Background: an optimization exercise with open tools, aiming at small area, a short achievable clock period and few clock cycles. Do not read the settings as production practice.
In this exercise RTL edits were held to simulation tests only and were not proved equivalent to the original.

==> flow/design.v (excerpt) <==
module circle_boundary_link_fraction_unit #(
	parameter int FRAC_BITS = cblf_pkg::FRAC_BITS_DEF
) (
	input  logic                           clk,
	input  logic                           arst_n,
	input  logic                           cfg_valid,
	output logic                           cfg_ready,
	input  logic [1:0]                     cfg_index,
	input  logic [11:0]                    cfg_data,
	input  logic                           in_valid,
	output logic                           in_ready,
	input  logic signed [cblf_pkg::CW-1:0] point_x,
	input  logic signed [cblf_pkg::CW-1:0] point_y,
	output logic                           out_valid,
	input  logic                           out_ready,
	output logic [cblf_pkg::DW-1:0]        link_dir,
	output logic [cblf_pkg::DW-1:0]        back_dir,
	output logic [cblf_pkg::OW-1:0]        fluid_x,
	output logic [cblf_pkg::OW-1:0]        fluid_y,
	output logic [cblf_pkg::OW-1:0]        solid_x,
	output logic [cblf_pkg::OW-1:0]        solid_y,
	output logic [cblf_pkg::OW-1:0]        far_x,
	output logic [cblf_pkg::OW-1:0]        far_y,
	output logic [cblf_pkg::FW-1:0]        wall_fraction,
	output logic                           last
);
clock: 22.0 ns
lec_check: 0
cap_margin: 20
core_margin: 2
core_utilization: 35
place_density: 0.6
slew_margin: 20
run.sh (not shown) runs the stock make flow with config.mk's settings and CLKGATE_MAP_FILE= SYNTH_SCRIPT=/design/flow/synth_recipe.tcl, a recipe that flattens the netlist after the stock synthesis.
Testbench counts at the start, summed over its fixed seeds: cycles 8,803.
Rerun with:
--- a/flow/design.v
+++ b/flow/design.v
@@ -385,14 +385,15 @@
 	localparam int TPW = (TD <= 2) ? 1 : (TD <= 4) ? 2 : 3;    
 	logic [13:0]         tfx [TD];
 	logic [13:0]         tfy [TD];
 	logic [TPW-1:0] twp, trp;
 	logic [TPW:0] tcnt;
 	logic                tpush, tpop;
 	assign tpush    = lk_take && lk_first;
+	assign tpop     = !stall && v[0] && ls[0];
 	assign tag_full = (tcnt == (TPW+1)'(TD));
 	always_ff @(posedge clk or negedge arst_n) begin
 		if (!arst_n) begin
 			twp  <= '0;
 			trp  <= '0;
 			tcnt <= '0;
 		end else begin
@@ -408,28 +409,29 @@
 				tfx[i] <= 14'(lk_x) + 14'(ox);
 				tfy[i] <= 14'(lk_y) + 14'(oy);
 			end
 		end
 	end
 	logic        ov_a, ov_b;
 	logic [2:0]  k_b, k_s;
-	logic [13:0] fx_s, fy_s;
+	logic [13:0] fx_b, fy_b, fx_n, fy_n, fx_s, fy_s;
 	logic [16:0] wf_b, wf_n, wf_s;
 	logic        last_b, last_s;
 	logic        push, take, load_a, load_b;
 	assign stall  = ov_b;
 	assign push   = v[0] && !ov_b;
 	assign take   = ov_a && out_ready;
 	assign load_a = ov_b ? take : (!ov_a || take);
 	assign load_b = !ov_b && ov_a && !take;
+	assign fx_n = tfx[trp];
+	assign fy_n = tfy[trp];
 	assign wf_n = fl[0] ? 17'h10000 : (kk[0][1:0] == 2'b11 || kk[0] == 3'd4 || kk[0] == 3'd6) ? {1'b0, wh[0], w[0][15:1]} : {1'b0, w[0]};
 	assign k_s    = ov_b ? k_b : kk[0];
-	assign fx_s   = tfx[trp];
-	assign fy_s   = tfy[trp];
-	assign tpop   = load_a && (ov_b ? last_b : (push && ls[0]));
+	assign fx_s   = ov_b ? fx_b : fx_n;
+	assign fy_s   = ov_b ? fy_b : fy_n;
 	assign wf_s   = ov_b ? wf_b : wf_n;
 	assign last_s = ov_b ? last_b : ls[0];
 	logic signed [1:0] di_s, dj_s;
 	logic [3:0]        dir_s, back_s;
 	always_comb begin
 		case (k_s)
 			3'd0, 3'd1: di_s = 2'sd0;
@@ -476,14 +478,16 @@
 			far_x         <= fx_s - 14'(di_s);
 			far_y         <= fy_s - 14'(dj_s);
 			wall_fraction <= wf_s;
 			last          <= last_s;
 		end
 		if (load_b) begin
 			k_b    <= kk[0];
+			fx_b   <= fx_n;
+			fy_b   <= fy_n;
 			wf_b   <= wf_n;
 			last_b <= ls[0];
 		end
 	end
 	assign out_valid = ov_a;
 endmodule
 `timescale 1ns / 1ps
What happened: The new run produced a clean layout; flip-flop and latch count grows by 28; die area grows by 1.9%; first-iteration DRC count grows by 5.3%; global-route usage is about the same; routed wire length grows by 3.0%; cell count grows by 1.2%.
Testbench counts after the change, summed over its fixed seeds: cycles 8,803.


circle_boundary_link_fraction_unit, a different RTL version from the one above (not shown whole).
Size: ~6,500 cells after synthesis, roughly 1,100 flip-flops, roughly 160 I/O pins, about 0.071 mm² of cells after synthesis.
clock: 22.0 ns
lec_check: 0
cap_margin: 20
core_margin: 2
core_utilization: 35
place_density: 0.6
slew_margin: 20
The first run finished with timing, DRC and antenna clean.
Testbench counts at the start, summed over its fixed seeds: cycles 8,852.
==> next run, changes <==
--- a/flow/design.v
+++ b/flow/design.v
@@ -74,22 +74,20 @@
 	end
 	assign xsq = rx[0] + rx[1] + rx[2] + rx[3] + rx[4] + rx[5] + rx[6] + rx[7] + rx[8] + rx[9] + rx[10] + rx[11];
 	assign ysq = ry[0] + ry[1] + ry[2] + ry[3] + ry[4] + ry[5] + ry[6] + ry[7] + ry[8] + ry[9] + ry[10] + ry[11];
 	logic               s2_v, s2_sx, s2_sy;
 	logic [22:0]        s2_xsq, s2_ysq;
 	logic [10:0]        s2_x1, s2_y1;
 	logic signed [24:0] c_full;
-	logic               s3_v, s3_ok, s3_sx, s3_sy;
+	logic               s3_v, s3_ok;
 	logic [12:0]        s3_c;
-	logic [10:0]        s3_x1, s3_y1;
+	logic signed [11:0] s3_x, s3_y;
 	logic               s3_v_n;
 	logic               ev_v, ev_ok;
 	logic [12:0]        ev_c;
-	logic               ev_sx, ev_sy;
-	logic [10:0]        ev_x1, ev_y1;
 	logic               ev_move, s2_move;
 	logic [7:0]         mask_in;
 	assign ev_move  = !s3_v || slot_ok;
 	assign s3_v_n   = ev_move ? s2_v : s3_v;
 	assign s2_move  = !s2_v || ev_move;
 	assign s2_v_n   = s2_move ? s1_v : s2_v;
 	assign s1_move  = !s1_v || s2_move;
@@ -115,34 +113,28 @@
 			s2_sy  <= sy;
 			s2_x1  <= x1;
 			s2_y1  <= y1;
 		end
 		if (ev_move) begin
 			s3_ok <= (c_full[24:13] == '0);
 			s3_c  <= c_full[12:0];
-			s3_sx <= s2_sx;
-			s3_sy <= s2_sy;
-			s3_x1 <= s2_x1;
-			s3_y1 <= s2_y1;
+			s3_x  <= {s2_sx, s2_x1 ^ {11{s2_sx}}};
+			s3_y  <= {s2_sy, s2_y1 ^ {11{s2_sy}}};
 		end
 	end
 	assign c_full = 25'(s2_xsq) + 25'(s2_ysq) - 25'(r2);
 	assign ev_v  = s3_v;
 	assign ev_ok = s3_ok;
 	assign ev_c  = s3_c;
-	assign ev_sx = s3_sx;
-	assign ev_sy = s3_sy;
-	assign ev_x1 = s3_x1;
-	assign ev_y1 = s3_y1;
 	assign busy  = s1_v || s2_v || s3_v || qv[0];
-	logic signed [11:0] ev_x, ev_y;
 	logic signed [13:0] vx, vy, vs, vd, hd;
 	logic signed [15:0] cc;
-	assign ev_x = {ev_sx, ev_x1 ^ {11{ev_sx}}};
-	assign ev_y = {ev_sy, ev_y1 ^ {11{ev_sy}}};
+	logic signed [11:0] ev_x, ev_y;
+	assign ev_x = s3_x;
+	assign ev_y = s3_y;
 	assign vx  = 14'(ev_x);
 	assign vy  = 14'(ev_y);
 	assign vs  = vx + vy;
 	assign vd  = vx - vy;
 	assign cc  = $signed({3'b0, ev_c});
 	assign hd  = $signed({1'b0, ev_c} + 14'd1) >>> 1;
 	always_comb begin
@@ -156,22 +148,36 @@
 		mask_in[7] = cc <= $signed({~vs, 1'b0});
 		if (!ev_ok) mask_in = '0;
 	end
 	logic signed [11:0] qx [CAP];
 	logic signed [11:0] qy [CAP];
 	logic [12:0]        qc [CAP];
 	logic [7:0]         qm [CAP];
-	logic [2:0]         pick;
+	logic [2:0]         pick;            
+	logic [2:0]         pk_in, pk_q1, pk_rest;
+	assign rest = qm[0] & (qm[0] - 8'd1);
 	always_comb begin
-		pick = 3'd0;
+		pk_in   = 3'd0;
+		pk_q1   = 3'd0;
+		pk_rest = 3'd0;
 		for (int k = 7; k >= 0; k--) begin
-			if (qm[0][k]) pick = 3'(k);
+			if (mask_in[k]) pk_in = 3'(k);
+			if (qm[1][k]) pk_q1 = 3'(k);
+			if (rest[k]) pk_rest = 3'(k);
+		end
+	end
+	always_ff @(posedge clk) begin
+		if (!qv[0] || (pop && !qv[1])) begin
+			if (ev_v) pick <= pk_in;
+		end else if (pop) begin
+			pick <= pk_q1;
+		end else if (emit) begin
+			pick <= pk_rest;
 		end
 	end
-	assign rest = qm[0] & (qm[0] - 8'd1);
 	assign emit = qv[0] && !stall && !(hfirst && tag_full);
 	assign lk_take  = emit;
 	assign lk_first = hfirst;
 	always_ff @(posedge clk or negedge arst_n) begin
 		if (!arst_n) hfirst <= 1'b1;
 		else if (pop || !qv[0]) hfirst <= 1'b1;
 		else if (emit) hfirst <= 1'b0;
@@ -535,24 +541,24 @@
 	end
 	assign pend_v_n = (cfg_valid && cfg_ready) || (pend_v && !idle);
 	assign idle_q_n = idle && !(in_valid && in_ready);
 	always_ff @(posedge clk or negedge arst_n) begin
 		if (!arst_n) cfg_ready <= 1'b1;
 		else cfg_ready <= !pend_v_n || idle_q_n;
 	end
-	assign r_u = pend_data[10:0] - 11'd1;
+	assign r_u = pend_data[10:0];
 	always_comb begin
 		for (int i = 0; i < 11; i++) begin
 			rr[i] = '0;
 			rr[i][2*i] = r_u[i];
 			for (int j = i + 1; j < 11; j++) rr[i][i+j+1] = r_u[i] & r_u[j];
 		end
 	end
-	assign r2_n = (pend_data[10:0] == '0) ? 22'd1 :
-		rr[0] + rr[1] + rr[2] + rr[3] + rr[4] + rr[5] + rr[6] + rr[7] + rr[8] + rr[9] + rr[10];
+	assign r2_n = rr[0] + rr[1] + rr[2] + rr[3] + rr[4] + rr[5] + rr[6] + rr[7] + rr[8] + rr[9] + rr[10]
+		+ ~{10'd0, r_u, 1'b0} + 22'd2;
 	always_ff @(posedge clk or negedge arst_n) begin
 		if (!arst_n) begin
 			r2_q   <= '0;
 			cx_q   <= '0;
 			cy_q   <= '0;
 			addc_q <= 1'b1;
 			pend_v <= 1'b0;
The new run finished with timing, DRC and antenna clean.
Clock skew increases by 0.041 ns.
Setup slack is better by 0.11 ns.
Via count is higher by 1.9%.
Die area rose by 1.9%.
Routed wire length came out higher by about 4%.
Global-route usage increases by 0.33 points.
Testbench counts after the change, summed over its fixed seeds: cycles 8,852.

==> separate check: timing with driven ports <==
The flow's constraints put no driver on any port. The routed layouts listed below were extracted and timed again, unchanged, in two steps.
Step 1 assumes that a clkbuf_16 drives the clock port and a buf_2 every other input.
Step 2 adds t to the input delays and takes it off the output delays; t is the mean of the earliest and latest rising clock arrival at the registers after step 1. Input paths then give back, and output paths get back, about the clock's delay inside the block.
a / b / c = ideal ports / drivers / drivers and shift; a / b = the first two.
| run | t, ns | slack for setup (ns) | hold slack, ns | latest minus earliest clock arrival (ns) | worst register clock-pin slew, ns |
|---|---|---|---|---|---|
| the first run of note 1 | 0.801 | 15.141 / 15.141 / 14.758 | 0.417 / 0.417 / 0.417 | 0.074 / 0.075 | 0.07 / 0.07 |
| the second run of note 1 | 0.798 | 15.083 / 15.083 / 14.932 | 0.385 / 0.385 / 0.385 | 0.100 / 0.099 | 0.07 / 0.07 |
| the first run of note 2 | 0.816 | 15.275 / 15.275 / 15.009 | 0.388 / 0.388 / 0.388 | 0.085 / 0.086 | 0.07 / 0.07 |
| the second run of note 2 | 0.825 | 15.383 / 15.383 / 15.038 | 0.330 / 0.330 / 0.330 | 0.110 / 0.110 | 0.07 / 0.07 |
After both steps setup and hold are still met in every run listed. The setup slack of the first run of note 1, which loses most, moves by 0.000 ns with the drivers and by -0.383 ns with both steps.
